This is an optimization exercise on Yosys and OpenROAD, whose aim is small area, a short achievable clock period and few clock cycles per item, not a production implementation.
Only simulation tests tie the RTL to the original design; equivalence was not proved.
Power and IR drop assume default switching activity.

## playback_rate_trim_controller
module playback_rate_trim_controller #(
  parameter int AVERAGE_LENGTH = 128
) (
  input  logic        clk,
  input  logic        rst,
  input  logic        in_valid,
  output logic        in_stall,
  input  logic [24:0] in_data,
  output logic        out_valid,
  input  logic        out_stall,
  output logic [34:0] out_data,
  input  logic        cfg_valid,
  output logic        cfg_ready,
  input  logic [1:0]  cfg_index,
  input  logic [15:0] cfg_data
);
  localparam int HL = AVERAGE_LENGTH - 1;
  logic [6:0]  tgt;       
  logic [7:0]  tgt2;      
  logic [8:0]  tgt3;      
  logic [15:0] fpb;       
  logic [16:0] fpb2;      
  logic [17:0] fpb3;      
  logic [7:0]  fen1, fen2, fen3;   
  logic [15:0] gain;      
  logic [15:0] gain_hi;   
  logic [16:0] gain2;     
  logic [17:0] gain3;     
  logic [17:0] g3c;
  logic [8:0]  gh1, gh2, gh3;   
  logic [6:0]  cfg_t;
  logic [17:0] f3c;
  assign cfg_t = (cfg_data[6:0] == 7'd0) ? 7'd1 : cfg_data[6:0];
  assign fpb2  = {fpb, 1'b0};
  assign tgt2  = {tgt, 1'b0};
  assign f3c   = {2'b0, fpb} + {1'b0, fpb, 1'b0};
  assign gain2 = {gain, 1'b0};
  assign g3c   = {2'b0, gain} + {1'b0, gain, 1'b0};
  always_comb begin
    gain_hi[15] = gain[15];
    for (int i = 14; i >= 0; i--) gain_hi[i] = gain_hi[i+1] | gain[i];
    for (int j = 0; j < 9; j++) begin
  ...
Size in the first run: roughly 6400 cells after synthesis, roughly 2500 flip-flops, roughly 100000 um^2 of cells after synthesis.
make LEC_CHECK=0 ABC_CLOCK_PERIOD_IN_PS=3000 CAP_MARGIN=20 CORE_MARGIN=2 CORE_UTILIZATION=60 CTS_CLUSTER_DIAMETER=80 CTS_CLUSTER_SIZE=24 PLACE_DENSITY=0.75 SETUP_SLACK_MARGIN=4.6 SLEW_MARGIN=20 finish   # period 8.0 ns
run.sh (not shown) runs the stock make flow with config.mk's settings and CLKGATE_MAP_FILE= SYNTH_SCRIPT=/design/flow/synth_recipe.tcl, a recipe that flattens the netlist after the stock synthesis.
The first run ran to the end with no violations.
Testbench counts at the start, summed over its fixed seeds: cycles 2,200, items 2,048.
Rerun with:
--- a/flow/design.v
+++ b/flow/design.v
@@ -89,21 +89,21 @@
   always_ff @(posedge clk) if (run) dr_s1 <= dly_in;
   logic [1:0] rsh_1;
   assign rsh_1 = dr_s1[15:14];
   logic [2:0] t1_2;
   assign t1_2 = {1'b0, rsh_1} - {1'b0, fpb[1:0]};
   logic [0:0] n1_3;
-  assign n1_3 = (fpb[15:2] == 14'd0) & (fpb[1:0] != 2'd0) & ~t1_2[2];
+  assign n1_3 = fen1[0] & ~t1_2[2];
   logic [2:0] t2_4;
-  assign t2_4 = {1'b0, rsh_1} - {1'b0, {fpb[0], 1'b0}};
+  assign t2_4 = {1'b0, rsh_1} - {1'b0, fpb2[1:0]};
   logic [0:0] n2_5;
-  assign n2_5 = (fpb == 16'd1) & ~t2_4[2];
+  assign n2_5 = fen2[0] & ~t2_4[2];
   logic [2:0] t3_6;
-  assign t3_6 = {1'b0, rsh_1} - {1'b0, {fpb[1] ^ fpb[0], fpb[0]}};
+  assign t3_6 = {1'b0, rsh_1} - {1'b0, fpb3[1:0]};
   logic [0:0] n3_7;
-  assign n3_7 = (fpb == 16'd1) & ~t3_6[2];
+  assign n3_7 = fen3[0] & ~t3_6[2];
   logic [1:0] rem_8;
   assign rem_8 = n3_7 ? t3_6[1:0] : n2_5 ? t2_4[1:0] : n1_3 ? t1_2[1:0] : rsh_1;
   logic [1:0] q1_9;
   assign q1_9 = {n2_5, n3_7 | (n1_3 & ~n2_5)};
   logic [13:0] dr_10;
   assign dr_10 = dr_s1[13:0];
@@ -860,31 +860,25 @@
   logic [20:0] dsum_m;
   logic [20:0] dsum_nx;   
   logic        push;
   assign push    = x_v & run;
   assign nx_old  = (fill == 7'(HL - 1)) ? hist[HL-2] : 14'd0;
   assign dsum_nx = dsum_m + {{7{x_d[13]}}, x_d};
-  logic [20:0] cs_a, cs_b, cs_n, cs_s, cs_c;
-  assign cs_a = dsum_m;
-  assign cs_b = {{7{x_d[13]}}, x_d};
-  assign cs_n = ~{{7{nx_old[13]}}, nx_old};
-  assign cs_s = cs_a ^ cs_b ^ cs_n;
-  assign cs_c = {(cs_a[19:0] & cs_b[19:0]) | (cs_a[19:0] & cs_n[19:0]) | (cs_b[19:0] & cs_n[19:0]), 1'b1};
   always_ff @(posedge clk) begin
     if (push) begin
       hist[0] <= x_d;
       for (int i = 1; i < HL - 1; i++) hist[i] <= hist[i-1];
     end
   end
   always_ff @(posedge clk) begin
     if (rst) begin
       fill   <= 7'd0;
       dsum_m <= 21'd0;
     end else if (push) begin
       if (fill != 7'(HL - 1)) fill <= fill + 7'd1;
-      dsum_m <= cs_s + cs_c;
+      dsum_m <= dsum_m + {{7{x_d[13]}}, x_d} - {{7{nx_old[13]}}, nx_old};
     end
   end
   logic [28:0] x_res, k_res;
   logic [34:0] o_res;
   logic        o_v, k_v;
   logic        take;
First-iteration DRC count goes down by 6.5%.
Power stays flat.
Final area increases by 0.51%.
Utilization increases by 1.0 points.
Global-route usage goes up by 0.25 points.
Clock power came out higher by 4.9%.
Testbench counts after the change, summed over its fixed seeds: cycles 2,200, items 2,048.

static timing again, ports no longer ideal:
No port has a modelled driver above. Below, the same layouts with a new extraction and two added sets of constraints. Step 1 assumes that a clkbuf_16 drives the clock port and a buf_2 every other input. Step 2 moves the port delays by t, midway between the first and last clock arrival at a register: inputs arrive t later, outputs are due t later. That takes back most of the time a late clock gives input paths. Three values: ideal, step 1, step 2; two values: the first two.
run | t, ns | setup WS [ns] | worst setup path after step 2 | worst register clock-pin slew, ns | worst slew at a driven data input, ns
the first run | 0.885 | 4.481 / 4.481 / 4.481 | register to register | 0.10 / 0.10 | 0.05
the second run | 0.886 | 3.584 / 3.584 / 3.584 | register to register | 0.11 / 0.11 | 0.07
After both steps setup and hold are still met in every run listed.
